Context: an optimization exercise on an open-source flow, tuned for a short achievable clock period and few clock cycles per item. The choices shown serve that exercise and are no tape-out recipe.
The RTL was checked by simulation tests, not by an equivalence proof against the original design.
No activity file was given, so power comes from the tool's default toggle rates.

==> job 5017: inputs <==
// alu_exec_unit
module alu_exec_unit
#(
    parameter int XLEN  = 32,
    parameter int M_EXT = 1
) (
    input  logic            clk,
    input  logic            rst,
    input  logic            flush,
    input  logic            in_valid,
    output logic            in_ready,
    input  logic [1:0]      alu_op,
    input  logic [2:0]      funct3,
    input  logic [6:0]      funct7,
    input  logic [XLEN-1:0] op_a,
    input  logic [XLEN-1:0] op_b,
    output logic            out_valid,
    input  logic            out_ready,
    output logic [XLEN-1:0] result,
    output logic            result_zero
);
export LEC_CHECK = 0
export ABC_CLOCK_PERIOD_IN_PS = 2500
export CAP_MARGIN = 20
export CORE_MARGIN = 2
export CORE_UTILIZATION = 60
export CTS_CLUSTER_SIZE = 30
export SETUP_SLACK_MARGIN = 5
export SLEW_MARGIN = 20
create_clock -name core_clock -period 9.0 [get_ports {clk}]
standard.sh (not shown) runs the stock make flow with config.mk's settings and CLKGATE_MAP_FILE= SYNTH_SCRIPT=/design/flow/synth_recipe.tcl, a recipe that flattens the netlist after the stock synthesis.
==> flow/flow/run.sh <==
#!/bin/bash
# The standard layout, with timing repair aimed below the design's
# period: the same ORFS make targets and settings as standard.sh, except a
# larger SETUP_SLACK_MARGIN. Synthesis settings are unchanged.
set -euo pipefail
MARGIN=5.9
sed -e "s/SETUP_SLACK_MARGIN=[0-9.]*/SETUP_SLACK_MARGIN=${MARGIN}/" standard.sh > standard_tight.sh
grep -q "SETUP_SLACK_MARGIN=${MARGIN}" standard_tight.sh
bash standard_tight.sh > standard_tight.log 2>&1
==> job 7914: changes against job 5017 <==
--- a/flow/design.v
+++ b/flow/design.v
@@ -100,13 +100,14 @@
     output logic            result_zero
 );
     localparam int W        = XLEN;
     localparam int PW       = 2 * XLEN;          
     localparam int SHW      = $clog2(XLEN);
     localparam int S_DIV0   = 2;                 
-    localparam int S_DEND   = S_DIV0 + W;        
+    localparam int NPAIR    = 2;                 
+    localparam int S_DEND   = S_DIV0 + W - NPAIR;  
     localparam int S_MULRES = 6;                 
     localparam int S_LAST   = S_DEND + 2;        
     localparam int CAP      = S_LAST + 2;        
     localparam int CW       = $clog2(CAP + 1);
     localparam int NPP      = W + 2;             
     logic          r_in_ready;
@@ -305,36 +306,43 @@
         r_qa[S_DIV0]    <= w_mag_a;
         r_dv[S_DIV0]    <= w_isdiv ? w_mag_b : w_base;
         r_isdiv[S_DIV0] <= w_isdiv;
         r_qsel[S_DIV0]  <= w_qsel;
         r_neg[S_DIV0]   <= w_neg;
     end
-    genvar k;
+    genvar j;
     generate
-        for (k = 0; k < W; k++) begin : g_div
-            localparam int S = S_DIV0 + k;
-            localparam logic [W-1:0] c_MASK = {W{1'b1}} >> (W - 1 - k);
-            logic [W-1:0] w_rs;
-            logic [W-1:0] w_diff;
-            logic         w_fits;
-            logic [W-1:0] w_rnext;
-            if (k == 0) begin : g_rs0
-                assign w_rs = {{(W-1){1'b0}}, r_qa[S][W-1]};
-            end else begin : g_rsk
-                assign w_rs = {{(W-k){1'b0}}, r_rem[S][k-1:0], r_qa[S][W-1]};
-            end
-            alu_sub_ks #(.N(W)) u_sub (
-                .a    (w_rs),
-                .b    (r_dv[S]),
-                .diff (w_diff),
-                .ge   (w_fits)
+        for (j = 0; j < S_DEND - S_DIV0; j++) begin : g_div
+            localparam int S  = S_DIV0 + j;
+            localparam int K0 = (j < NPAIR) ? 2 * j : j + NPAIR;    
+            logic [W-1:0] w_rem1;
+            logic [W-1:0] w_qa1;
+            logic [W-1:0] w_rem2;
+            logic [W-1:0] w_qa2;
+            alu_div_step #(.W(W), .K(K0)) u_step0 (
+                .rem    (r_rem[S]),
+                .qa     (r_qa[S]),
+                .dv     (r_dv[S]),
+                .rem_n  (w_rem1),
+                .qa_n   (w_qa1)
             );
-            assign w_rnext = (w_fits ? w_diff : w_rs) & c_MASK;
+            if (j < NPAIR) begin : g_pair
+                alu_div_step #(.W(W), .K(K0 + 1)) u_step1 (
+                    .rem    (w_rem1),
+                    .qa     (w_qa1),
+                    .dv     (r_dv[S]),
+                    .rem_n  (w_rem2),
+                    .qa_n   (w_qa2)
+                );
+            end else begin : g_single
+                assign w_rem2 = w_rem1;
+                assign w_qa2  = w_qa1;
+            end
             always_ff @(posedge clk) begin
-                r_rem[S+1]   <= w_rnext;
-                r_qa[S+1]    <= {r_qa[S][W-2:0], w_fits};
+                r_rem[S+1]   <= w_rem2;
+                r_qa[S+1]    <= w_qa2;
                 r_isdiv[S+1] <= r_isdiv[S];
                 r_qsel[S+1]  <= r_qsel[S];
                 r_neg[S+1]   <= r_neg[S];
             end
             if (S + 1 == S_MULRES) begin : g_mulres
                 always_ff @(posedge clk)
@@ -416,44 +424,56 @@
     end
     assign in_ready    = r_in_ready;
     assign out_valid   = r_out_valid;
     assign result      = r_result;
     assign result_zero = r_result_zero;
 endmodule
-module alu_sub_ks
+module alu_div_step
 #(
-    parameter int N = 32
+    parameter int W = 32,
+    parameter int K = 0
 ) (
-    input  logic [N-1:0] a,
-    input  logic [N-1:0] b,
-    output logic [N-1:0] diff,
-    output logic         ge
+    input  logic [W-1:0] rem,
+    input  logic [W-1:0] qa,
+    input  logic [W-1:0] dv,
+    output logic [W-1:0] rem_n,
+    output logic [W-1:0] qa_n
 );
-    localparam int L = $clog2(N);
-    logic [L:0][N-1:0] w_g;
-    logic [L:0][N-1:0] w_p;
-    logic [N-1:0]      w_x;
-    assign w_x      = a ^ ~b;
-    assign w_g[0]   = (a & ~b) | {{(N-1){1'b0}}, w_x[0]};
-    assign w_p[0]   = w_x & {{(N-1){1'b1}}, 1'b0};
+    localparam logic [W-1:0] c_MASK = {W{1'b1}} >> (W - 1 - K);
+    logic [W-1:0] w_rs;
+    logic [W:0]   w_diff;
+    logic         w_fits;
+    generate
+        if (K == 0) begin : g_rs0
+            assign w_rs = {{(W-1){1'b0}}, qa[W-1]};
+        end else begin : g_rsk
+            assign w_rs = {{(W-K){1'b0}}, rem[K-1:0], qa[W-1]};
+        end
+    endgenerate
+    assign w_diff = {1'b0, w_rs} - {1'b0, dv};
+    localparam int L = $clog2(W);
+    logic [L:0][W-1:0] w_gt;
+    logic [L:0][W-1:0] w_ge;
+    assign w_gt[0] = w_rs & ~dv;
+    assign w_ge[0] = w_rs | ~dv;
     genvar l, i;
     generate
         for (l = 0; l < L; l++) begin : g_lvl
-            for (i = 0; i < N; i++) begin : g_bit
-                if (i >= (1 << l)) begin : g_op
-                    assign w_g[l+1][i] = w_g[l][i] | (w_p[l][i] & w_g[l][i-(1<<l)]);
-                    assign w_p[l+1][i] = w_p[l][i] & w_p[l][i-(1<<l)];
-                end else begin : g_pass
-                    assign w_g[l+1][i] = w_g[l][i];
-                    assign w_p[l+1][i] = w_p[l][i];
-                end
+            for (i = 0; i < (W >> (l + 1)); i++) begin : g_grp
+                assign w_gt[l+1][i] = w_gt[l][2*i+1] | (w_ge[l][2*i+1] & w_gt[l][2*i]);
+                assign w_ge[l+1][i] = w_gt[l][2*i+1] | (w_ge[l][2*i+1] & w_ge[l][2*i]);
+            end
+            for (i = (W >> (l + 1)); i < W; i++) begin : g_pad
+                assign w_gt[l+1][i] = 1'b0;
+                assign w_ge[l+1][i] = 1'b0;
             end
         end
     endgenerate
-    assign diff = w_x ^ {w_g[L][N-2:0], 1'b1};
-    assign ge   = w_g[L][N-1];
+    assign w_fits = w_ge[L][0];
+    assign rem_n  = (w_fits ? w_diff[W-1:0] : w_rs) & c_MASK;
+    assign qa_n   = {qa[W-2:0], w_fits};
 endmodule
 module alu_csa_level
 #(
     parameter int N = 3,
     parameter int W = 64
 ) (
==> flow/config.mk (replaced) <==
export PLATFORM = sky130hd
export DESIGN_NAME = alu_exec_unit
export DESIGN_NICKNAME = alu_exec_unit
export VERILOG_FILES = /design/flow/design.v
export SDC_FILE = /design/flow/constraint.sdc
export NUM_CORES = 4
export LEC_CHECK = 0
export ABC_CLOCK_PERIOD_IN_PS = 3000
export CAP_MARGIN = 20
export CORE_MARGIN = 2
export CORE_UTILIZATION = 50
export CTS_CLUSTER_SIZE = 30
export SETUP_SLACK_MARGIN = 5
export SLEW_MARGIN = 20
==> job 2711: changes against job 5017 <==
--- a/flow/design.v
+++ b/flow/design.v
@@ -100,13 +100,14 @@
     output logic            result_zero
 );
     localparam int W        = XLEN;
     localparam int PW       = 2 * XLEN;          
     localparam int SHW      = $clog2(XLEN);
     localparam int S_DIV0   = 2;                 
-    localparam int S_DEND   = S_DIV0 + W;        
+    localparam int NPAIR    = 2;                 
+    localparam int S_DEND   = S_DIV0 + W - NPAIR;  
     localparam int S_MULRES = 6;                 
     localparam int S_LAST   = S_DEND + 2;        
     localparam int CAP      = S_LAST + 2;        
     localparam int CW       = $clog2(CAP + 1);
     localparam int NPP      = W + 2;             
     logic          r_in_ready;
@@ -305,36 +306,43 @@
         r_qa[S_DIV0]    <= w_mag_a;
         r_dv[S_DIV0]    <= w_isdiv ? w_mag_b : w_base;
         r_isdiv[S_DIV0] <= w_isdiv;
         r_qsel[S_DIV0]  <= w_qsel;
         r_neg[S_DIV0]   <= w_neg;
     end
-    genvar k;
+    genvar j;
     generate
-        for (k = 0; k < W; k++) begin : g_div
-            localparam int S = S_DIV0 + k;
-            localparam logic [W-1:0] c_MASK = {W{1'b1}} >> (W - 1 - k);
-            logic [W-1:0] w_rs;
-            logic [W-1:0] w_diff;
-            logic         w_fits;
-            logic [W-1:0] w_rnext;
-            if (k == 0) begin : g_rs0
-                assign w_rs = {{(W-1){1'b0}}, r_qa[S][W-1]};
-            end else begin : g_rsk
-                assign w_rs = {{(W-k){1'b0}}, r_rem[S][k-1:0], r_qa[S][W-1]};
-            end
-            alu_sub_ks #(.N(W)) u_sub (
-                .a    (w_rs),
-                .b    (r_dv[S]),
-                .diff (w_diff),
-                .ge   (w_fits)
+        for (j = 0; j < S_DEND - S_DIV0; j++) begin : g_div
+            localparam int S  = S_DIV0 + j;
+            localparam int K0 = (j < NPAIR) ? 2 * j : j + NPAIR;    
+            logic [W-1:0] w_rem1;
+            logic [W-1:0] w_qa1;
+            logic [W-1:0] w_rem2;
+            logic [W-1:0] w_qa2;
+            alu_div_step #(.W(W), .K(K0)) u_step0 (
+                .rem    (r_rem[S]),
+                .qa     (r_qa[S]),
+                .dv     (r_dv[S]),
+                .rem_n  (w_rem1),
+                .qa_n   (w_qa1)
             );
-            assign w_rnext = (w_fits ? w_diff : w_rs) & c_MASK;
+            if (j < NPAIR) begin : g_pair
+                alu_div_step #(.W(W), .K(K0 + 1)) u_step1 (
+                    .rem    (w_rem1),
+                    .qa     (w_qa1),
+                    .dv     (r_dv[S]),
+                    .rem_n  (w_rem2),
+                    .qa_n   (w_qa2)
+                );
+            end else begin : g_single
+                assign w_rem2 = w_rem1;
+                assign w_qa2  = w_qa1;
+            end
             always_ff @(posedge clk) begin
-                r_rem[S+1]   <= w_rnext;
-                r_qa[S+1]    <= {r_qa[S][W-2:0], w_fits};
+                r_rem[S+1]   <= w_rem2;
+                r_qa[S+1]    <= w_qa2;
                 r_isdiv[S+1] <= r_isdiv[S];
                 r_qsel[S+1]  <= r_qsel[S];
                 r_neg[S+1]   <= r_neg[S];
             end
             if (S + 1 == S_MULRES) begin : g_mulres
                 always_ff @(posedge clk)
@@ -416,44 +424,56 @@
     end
     assign in_ready    = r_in_ready;
     assign out_valid   = r_out_valid;
     assign result      = r_result;
     assign result_zero = r_result_zero;
 endmodule
-module alu_sub_ks
+module alu_div_step
 #(
-    parameter int N = 32
+    parameter int W = 32,
+    parameter int K = 0
 ) (
-    input  logic [N-1:0] a,
-    input  logic [N-1:0] b,
-    output logic [N-1:0] diff,
-    output logic         ge
+    input  logic [W-1:0] rem,
+    input  logic [W-1:0] qa,
+    input  logic [W-1:0] dv,
+    output logic [W-1:0] rem_n,
+    output logic [W-1:0] qa_n
 );
-    localparam int L = $clog2(N);
-    logic [L:0][N-1:0] w_g;
-    logic [L:0][N-1:0] w_p;
-    logic [N-1:0]      w_x;
-    assign w_x      = a ^ ~b;
-    assign w_g[0]   = (a & ~b) | {{(N-1){1'b0}}, w_x[0]};
-    assign w_p[0]   = w_x & {{(N-1){1'b1}}, 1'b0};
+    localparam logic [W-1:0] c_MASK = {W{1'b1}} >> (W - 1 - K);
+    logic [W-1:0] w_rs;
+    logic [W:0]   w_diff;
+    logic         w_fits;
+    generate
+        if (K == 0) begin : g_rs0
+            assign w_rs = {{(W-1){1'b0}}, qa[W-1]};
+        end else begin : g_rsk
+            assign w_rs = {{(W-K){1'b0}}, rem[K-1:0], qa[W-1]};
+        end
+    endgenerate
+    assign w_diff = {1'b0, w_rs} - {1'b0, dv};
+    localparam int L = $clog2(W);
+    logic [L:0][W-1:0] w_gt;
+    logic [L:0][W-1:0] w_ge;
+    assign w_gt[0] = w_rs & ~dv;
+    assign w_ge[0] = w_rs | ~dv;
     genvar l, i;
     generate
         for (l = 0; l < L; l++) begin : g_lvl
-            for (i = 0; i < N; i++) begin : g_bit
-                if (i >= (1 << l)) begin : g_op
-                    assign w_g[l+1][i] = w_g[l][i] | (w_p[l][i] & w_g[l][i-(1<<l)]);
-                    assign w_p[l+1][i] = w_p[l][i] & w_p[l][i-(1<<l)];
-                end else begin : g_pass
-                    assign w_g[l+1][i] = w_g[l][i];
-                    assign w_p[l+1][i] = w_p[l][i];
-                end
+            for (i = 0; i < (W >> (l + 1)); i++) begin : g_grp
+                assign w_gt[l+1][i] = w_gt[l][2*i+1] | (w_ge[l][2*i+1] & w_gt[l][2*i]);
+                assign w_ge[l+1][i] = w_gt[l][2*i+1] | (w_ge[l][2*i+1] & w_ge[l][2*i]);
+            end
+            for (i = (W >> (l + 1)); i < W; i++) begin : g_pad
+                assign w_gt[l+1][i] = 1'b0;
+                assign w_ge[l+1][i] = 1'b0;
             end
         end
     endgenerate
-    assign diff = w_x ^ {w_g[L][N-2:0], 1'b1};
-    assign ge   = w_g[L][N-1];
+    assign w_fits = w_ge[L][0];
+    assign rem_n  = (w_fits ? w_diff[W-1:0] : w_rs) & c_MASK;
+    assign qa_n   = {qa[W-2:0], w_fits};
 endmodule
 module alu_csa_level
 #(
     parameter int N = 3,
     parameter int W = 64
 ) (
==> flow/config.mk (replaced) <==
export PLATFORM = sky130hd
export DESIGN_NAME = alu_exec_unit
export DESIGN_NICKNAME = alu_exec_unit
export VERILOG_FILES = /design/flow/design.v
export SDC_FILE = /design/flow/constraint.sdc
export NUM_CORES = 4
export LEC_CHECK = 0
export ABC_CLOCK_PERIOD_IN_PS = 3000
export CAP_MARGIN = 20
export CORE_MARGIN = 2
export CORE_UTILIZATION = 55
export CTS_CLUSTER_SIZE = 30
export SETUP_SLACK_MARGIN = 5
export SLEW_MARGIN = 20
==> run notes <==
| metric | job 5017 | job 7914 | job 2711 |
|---|---|---|---|
| Status | complete, no violations | complete, no violations | complete, no violations |
| Height of the die | 594 um | 658 um | 628 um |
| Horizontal die dimension | 594 um | 658 um | 628 um |
| Adder-cell area share of the yosys netlist | 0.159 | 0.182 | 0.182 |
| Synth Cell Area | 209000 um2 | 214000 um2 | 214000 um2 |
| First-pass DRT Iterations | 7 | 8 | 9 |
| Area share of xor/xnor cells in the synthesized design | 0.0265 | 0.0260 | 0.0260 |
| Register-to-register path setup slack | 5410 ps | 5500 ps | 5560 ps |
| Multi-input gates | 9760 | 10600 | 10600 |
| Synth top area share | 0.360 | 0.339 | 0.339 |
| Share of power burned in registers | 0.386 | 0.376 | 0.375 |
| Area share of and/or/nand/nor cells after synthesis | 0.0752 | 0.0778 | 0.0778 |
| Multi-input combinational area share | 0.359 | 0.380 | 0.380 |
| Worst setup slack after placement | 3920 ps | 4250 ps | 4290 ps |
| Via count of the first global-routing pass | 140000 | 146000 | 146000 |
Testbench counts of job 5017, summed over its fixed seeds: cycles 9,904, items 9,600.
Testbench counts of job 7914, summed over its fixed seeds: cycles 9,888, items 9,600.
Testbench counts of job 2711, summed over its fixed seeds: cycles 9,888, items 9,600.

[port drivers added, routing unchanged]
Ports are ideal in the flow. The routed layouts listed here were re-timed in OpenROAD.
Step 1: set_driving_cell puts a clkbuf_16 on clk and a buf_2 on each other input, an assumption about the parent block.
Step 2 times the ports against the registers' clock, not the clock port: input delays grow and output delays shrink by t, the midpoint of the rising clock arrivals with the driver on.
Three values: ideal ports, drivers, drivers and shift; two values: the first two.
run | shift t [ns] | slack for setup (ns) | clock arrival spread, ns
job 5017 | 1.157 | 5.412 / 5.412 / 4.987 | 0.076 / 0.076
job 7914 | 1.139 | 5.495 / 5.414 / 4.941 | 0.109 / 0.110
job 2711 | 1.129 | 5.565 / 5.453 / 4.961 | 0.089 / 0.089
After both steps every run listed still meets setup and hold. The setup slack of job 2711, which loses most, moves by -0.112 ns with the drivers and by -0.604 ns with both steps.
